Background: an optimization exercise with open tools, aiming at small area and a short achievable clock period. Do not read the settings as production practice.
RTL that was checked went through simulation tests only; none was proved equivalent to the original.

== v6 ==
==> flow/design.v (excerpt) <==
module inv_sqrt_unit #(
	parameter logic [9:0] PIPE = 10'b1111111111
) (
	input  logic clk,
	input  logic reset,
	input  logic in_valid,
	input  fp_pkg::int_t in_value,
	output logic out_valid,
	output fp_pkg::fp_t  out_fp,
	output fp_pkg::int_t out_fixed
);
Size: ~0.033 mm² of cells after synthesis.
clock: 9.5 ns
lec_check: 0
cap_margin: 20
core_margin: 2
core_utilization: 40
slew_margin: 20
synth_hierarchical: 1
synth_minimum_keep_size: 0
standard.sh (not shown) runs the stock make flow with config.mk's settings and CLKGATE_MAP_FILE= SYNTH_SCRIPT=/design/flow/synth_recipe.tcl, a recipe that flattens the netlist after the stock synthesis.
==> flow/flow/run.sh <==
#!/bin/bash
set -euo pipefail
export SETUP_SLACK_MARGIN=5.5
bash standard.sh > standard.log 2>&1
Setup changes, v6 to v7
==> flow/flow/run.sh <==
#!/bin/bash
set -euo pipefail
export SETUP_SLACK_MARGIN=6.3
bash standard.sh > standard.log 2>&1
[summary]
In summary, v7 completed successfully, with a layout that passed the timing, design-rule and antenna checks.
In the metrics for v6 and v7, the one carrying the higher share of the core filled with cells in the final layout is v7.
Via count: v7 better than v6
Delta (v7 minus v6): number of cells on the critical path -1; setup slack +410 ps; clock-buffer cell count +about 1.5%.

* * *

lane 5:
inv_sqrt_unit, a different RTL version from the one above (not shown whole).
Size in the first run: roughly 2900 cells after synthesis, about 63 I/O pins, roughly 32000 um^2 of cells after synthesis.
Settings: LEC_CHECK=0, CAP_MARGIN=20, CORE_MARGIN=2, CORE_UTILIZATION=40, CTS_CLUSTER_DIAMETER=130, CTS_CLUSTER_SIZE=30, SLEW_MARGIN=20, SYNTH_HIERARCHICAL=1, SYNTH_MINIMUM_KEEP_SIZE=0; clock period 9.5 ns.
==> flow/flow/run.sh <==
#!/bin/bash
set -euo pipefail
export SETUP_SLACK_MARGIN=6.3
bash standard.sh > standard.log 2>&1
Relative to lane 5, the following input files were edited for lane 2:
-- flow/config.mk --
<<< lane 5, line 11
export CTS_CLUSTER_DIAMETER = 130
>>> lane 2, line 11
export CTS_CLUSTER_DIAMETER = 100
==> comparison <==
Across lane 5 and lane 2, the outcome is the same: a clean finish for every run. Between lane 5 and lane 2, final critical-path required period increased. From lane 5 to lane 2 the numbers moved as follows: count of buffers inserted at the top-level ports ~0 delta, clock skew -6.3 ps. On relative slew slack, the lower figure sits with lane 2, not lane 5. Changes observed in lane 2 relative to lane 5: fmax went down by 0.49%; number of clock buffers in the layout has increased; number of vias per cell ~0 delta; area added between synthesis and finish up 0.32 points; final area shows an increase of about 0.3%.
No functional check of the RTL was part of any run of this note.

* * *

inv_sqrt_unit, a different RTL version from the one above (not shown whole).
For scale: ~31000 um^2 of cells after synthesis.
clock: 9.5 ns
lec_check: 0
cap_margin: 20
core_margin: 2
core_utilization: 40
slew_margin: 20
synth_hierarchical: 1
synth_minimum_keep_size: 0
==> flow/flow/run.sh <==
#!/bin/bash
set -euo pipefail
export SETUP_SLACK_MARGIN=5.5
bash standard.sh > standard.log 2>&1
Edit:
==> flow/run.sh (new file) <==
#!/bin/bash
# synth_recipe.tcl (not shown) runs the flow's synth.tcl, then flattens the netlist and writes it again
# the make line also repeats each setting of config.mk as NAME=value (left out here)
make -C /OpenROAD-flow-scripts/flow DESIGN_CONFIG=/design/flow/config.mk WORK_HOME=/design/flow/orfs CLKGATE_MAP_FILE= SYNTH_SCRIPT=/design/flow/synth_recipe.tcl finish
ABC_CLOCK_PERIOD_IN_PS = 2000   (was not set)
SETUP_SLACK_MARGIN = 5   (was not set)
removed: flow/flow/run.sh
removed: flow/standard.sh
The new run completed without violations; setup slack degrades by 0.17 ns; die area is unchanged.
Function was not checked in any run of this note: the RTL went through the layout flow alone.

* * *

Setup of job 6533:
inv_sqrt_unit, a different RTL version from the one above (not shown whole).
Size in the first run: ~2900 cells after synthesis, about 63 I/O pins, ~32000 um2 of cells after synthesis.
==> flow/design.v (excerpt) <==
module inv_sqrt_unit #(
	parameter logic [9:0] PIPE = 10'b1111111111
) (
	input  logic clk,
	input  logic reset,
	input  logic in_valid,
	input  fp_pkg::int_t in_value,
	output logic out_valid,
	output fp_pkg::fp_t  out_fp,
	output fp_pkg::int_t out_fixed
);
Settings: LEC_CHECK=0, CAP_MARGIN=20, CORE_MARGIN=2, CORE_UTILIZATION=40, CTS_CLUSTER_DIAMETER=130, CTS_CLUSTER_SIZE=30, PLACE_DENSITY=0.72, SLEW_MARGIN=20, SYNTH_HIERARCHICAL=1, SYNTH_MINIMUM_KEEP_SIZE=0; clock period 9.5 ns.
==> flow/flow/run.sh <==
#!/bin/bash
set -euo pipefail
export SETUP_SLACK_MARGIN=6.3
bash standard.sh > standard.log 2>&1
Job 6533 closes out successfully: all stages finished, all timing, DRC and antenna checks passed.
For job 7287, these inputs were changed with respect to job 6533:
Settings: removing CTS_CLUSTER_SIZE (formerly 30); changing CORE_UTILIZATION from 40 to 55; removing PLACE_DENSITY (formerly 0.72); removing CTS_CLUSTER_DIAMETER (formerly 130).
==> summary.txt <==
- Maximum frequency: job 6533 and job 7287 compared, lower one is job 7287
- Taking job 6533 as the reference, in job 7287 via count increased by about 0.7% relative to the old numbers, die outline width decreased by 42 um relative to the old numbers.

* * *

job 9226:
inv_sqrt_unit again, from the RTL that the note above started with.
Design inv_sqrt_unit, start of the top module:
module inv_sqrt_unit #(
	parameter logic [9:0] PIPE = 10'b1111111111
) (
	input  logic clk,
	input  logic reset,
	input  logic in_valid,
	input  fp_pkg::int_t in_value,
	output logic out_valid,
	output fp_pkg::fp_t  out_fp,
	output fp_pkg::int_t out_fixed
);
	localparam int LAT = 1 + PIPE[0] + PIPE[1] + PIPE[2] + PIPE[3] + PIPE[4] +
		PIPE[5] + PIPE[6] + PIPE[7] + PIPE[8] + PIPE[9];
	logic [15:0] x;
	pipe_reg #(.W(16), .EN(PIPE[0])) u_c0 (.clk(clk), .d(in_value), .q(x));
	logic [15:0] n8, n4, n2, n1;
	logic [3:0]  lz;
	assign lz[3] = (x[15:8] == '0);
	assign n8 = lz[3] ? {x[7:0], 8'd0} : x;
	assign lz[2] = (n8[15:12] == '0);
	assign n4 = lz[2] ? {n8[11:0], 4'd0} : n8;
	assign lz[1] = (n4[15:14] == '0);
	assign n2 = lz[1] ? {n4[13:0], 2'd0} : n4;
	assign lz[0] = ~n2[15];
	assign n1 = lz[0] ? {n2[14:0], 1'b0} : n2;
	logic [14:0] a_m;
	logic [3:0]  a_p;
	pipe_reg #(.W(15+4), .EN(PIPE[1])) u_c1 (.clk(clk),
		.d({n1[14:0], ~lz}), .q({a_m, a_p}));
	logic        e0;
	logic [15:0] sub;
	logic [15:0] a_u;
	logic        a_b1;
	logic        a_t1;
	logic [3:0]  a_c;
	logic        a_z0;
	logic        a_zn;
	assign e0 = ~a_p[0];
	assign sub = {e0, a_m};
	assign a_u = 16'd28339 - sub;
	assign a_b1 = (sub > 16'd28339);
	assign a_t1 = a_b1 | (sub <= 16'd1193);
	assign a_c = 4'(({1'b0, a_p} + 5'd1) >> 1) + {3'd0, a_b1};
	assign a_z0 = (~a_b1 & ~e0 & ~a_t1) | (a_b1 & e0);
	assign a_zn = a_b1 & ~e0;
	logic [15:0] b_u;
	logic [3:0]  b_c;
	logic        b_t1, b_z0, b_zn;
	pipe_reg #(.W(16+4+3), .EN(PIPE[2])) u_c2 (.clk(clk),
		.d({a_u, a_c, a_t1, a_z0, a_zn}),
		.q({b_u, b_c, b_t1, b_z0, b_zn}));
	logic [35:13] b_ra, b_rb;
	logic         b_ci;
	isq_square_tree u_square (.u(b_u), .ra(b_ra), .rb(b_rb), .ci(b_ci));
	logic [35:13] c_ra, c_rb;
	logic         c_ci;
	logic [15:0]  c_u;
	logic [3:0]   c_c;
	logic         c_t1, c_z0, c_zn;
	pipe_reg #(.W(23+23+1+16+4+3), .EN(PIPE[3])) u_c3 (.clk(clk),
		.d({b_ra, b_rb, b_ci, b_u, b_c, b_t1, b_z0, b_zn}),
		.q({c_ra, c_rb, c_ci, c_u, c_c, c_t1, c_z0, c_zn}));
	logic [35:12] c_p1;
	logic [16:0]  c_ysq;
	assign c_p1 = {c_ra, 1'b1} + {c_rb, c_ci};
	assign c_ysq = c_t1 ? c_p1[34:18] : c_p1[33:17];
	logic [15:0]  c_sub;
	logic [14:0]  c_m;
	assign c_sub = 16'd28339 - c_u;
	assign c_m = c_sub[14:0];
	logic [16:-1] c_mb;
  ...
==> flow/config.mk <==
export PLATFORM = sky130hd
export DESIGN_NAME = inv_sqrt_unit
export DESIGN_NICKNAME = inv_sqrt_unit
export VERILOG_FILES = /design/flow/design.v
export SDC_FILE = /design/flow/constraint.sdc
export NUM_CORES = 4
export LEC_CHECK = 0
export CAP_MARGIN = 20
export CORE_MARGIN = 2
export CORE_UTILIZATION = 40
export CTS_CLUSTER_DIAMETER = 100
export CTS_CLUSTER_SIZE = 30
export SLEW_MARGIN = 20
export SYNTH_HIERARCHICAL = 1
export SYNTH_MINIMUM_KEEP_SIZE = 0
==> flow/constraint.sdc <==
create_clock -name core_clock -period 9.5 [get_ports {clk}]
set_input_delay 1.9000 -clock core_clock [delete_from_list [all_inputs] [get_ports {clk}]]
set_output_delay 1.9000 -clock core_clock [all_outputs]
set_load 0.01 [all_outputs]
==> flow/flow/run.sh <==
#!/bin/bash
set -euo pipefail
export SETUP_SLACK_MARGIN=6.2
bash standard.sh > standard.log 2>&1
## Diff of input files: job 2607 against job 9226
--- a/flow/flow/run.sh
+++ b/flow/flow/run.sh
@@ -3 +3 @@
-export SETUP_SLACK_MARGIN=6.2
+export SETUP_SLACK_MARGIN=6.3
[summary]
Delta (job 2607 minus job 9226): post-route clock skew did not really move; setup slack went up.
Comparing job 2607 against job 9226, there is no change at all in first-iteration DRC count.
Compared with job 9226, in job 2607 worst hold margin neither gained nor lost much; cell area after layout picked up an extra about 0.55%; routed wire length picked up an extra 230 µm.
On floorplan core area, job 9226 and job 2607 are basically level.
Job 2607 gives more routed length on met1 than job 9226 did.
> inputs changed (job 2607 -> job 9888)
--- a/flow/flow/run.sh
+++ b/flow/flow/run.sh
@@ -3 +3 @@
-export SETUP_SLACK_MARGIN=6.3
+export SETUP_SLACK_MARGIN=6.5
Findings:
From job 2607 to job 9888 the numbers moved as follows: final critical path time including I/O delays and setup fell by 0.088 ns, final cell count rose by 133.
Compared with job 2607, in job 9888 sequential share of cell area decreased by 1.2 points relative to the old numbers, upper clock frequency limit went up.
Job 9888: PASS, flow complete, no timing, DRC or antenna violations
Job 2607 finished every step from synthesis to the final layout, and the layout passed the timing, design-rule and antenna checks.
Job 9888 vs. job 2607: detailed-route wire length climbed 3600 µm.
Changes in job 7071 relative to job 9888:
Settings: CAP_MARGIN now 0, was 20; SLEW_MARGIN now 0, was 20.
--- a/flow/flow/run.sh
+++ b/flow/flow/run.sh
@@ -3 +3 @@
-export SETUP_SLACK_MARGIN=6.5
+export SETUP_SLACK_MARGIN=6.3
Notes after the runs:
Delta (job 7071 minus job 9888): final area has decreased, number of antenna violations at the first check in global routing has decreased. Compared with job 9888, job 7071 shows a met3 layer wire length in the routed design that is about 14% lower. Flip-flop and latch share of the layout cell area (job 7071 over job 9888): increase, 1.2 points.

==> static timing again, ports no longer ideal <==
No port has a modelled driver above. Below, the same layouts with a new extraction and two added sets of constraints. Step 1 sets driving cells, clkbuf_16 on the clock port and buf_2 on the other inputs (assumed; they add their load-dependent delay and slew). Step 2, shift: input delay + t, output delay - t, t = (earliest + latest rising clock arrival at the registers) / 2. This alone moves slack from input paths to output paths. Slacks: ideal / step 1 / step 2; pairs: ideal / step 1.
run | t (ns) | slack for setup (ns) | hold WS [ns] | worst slew at a driven data input, ns
v6 | 0.669 | 5.897 / 5.897 / 5.897 | 0.311 / 0.311 / 0.311 | 0.03
v7 | 0.665 | 6.311 / 6.311 / 6.311 | 0.319 / 0.319 / 0.319 | 0.03
lane 5 | 0.619 | 6.341 / 6.336 / 6.341 | 0.325 / 0.325 / 0.325 | 0.03
lane 2 | 0.636 | 6.326 / 6.321 / 6.326 | 0.331 / 0.331 / 0.331 | 0.03
the first run of note 3 | 0.644 | 5.317 / 5.317 / 5.317 | 0.318 / 0.318 / 0.318 | 0.03
the second run of note 3 | 0.651 | 5.151 / 5.151 / 5.151 | 0.313 / 0.313 / 0.313 | 0.03
job 6533 | 0.623 | 6.338 / 6.338 / 6.338 | 0.321 / 0.321 / 0.321 | 0.03
job 7287 | 0.659 | 6.266 / 6.266 / 6.266 | 0.318 / 0.318 / 0.318 | 0.04
job 9226 | 0.646 | 6.298 / 6.298 / 6.298 | 0.316 / 0.316 / 0.316 | 0.03
job 2607 | 0.646 | 6.323 / 6.323 / 6.323 | 0.318 / 0.318 / 0.318 | 0.03
job 9888 | 0.659 | 6.412 / 6.412 / 6.412 | 0.320 / 0.320 / 0.320 | 0.03
job 7071 | 0.653 | 6.326 / 6.312 / 6.326 | 0.325 / 0.325 / 0.325 | 0.03
After both steps setup and hold are still met in every run listed.
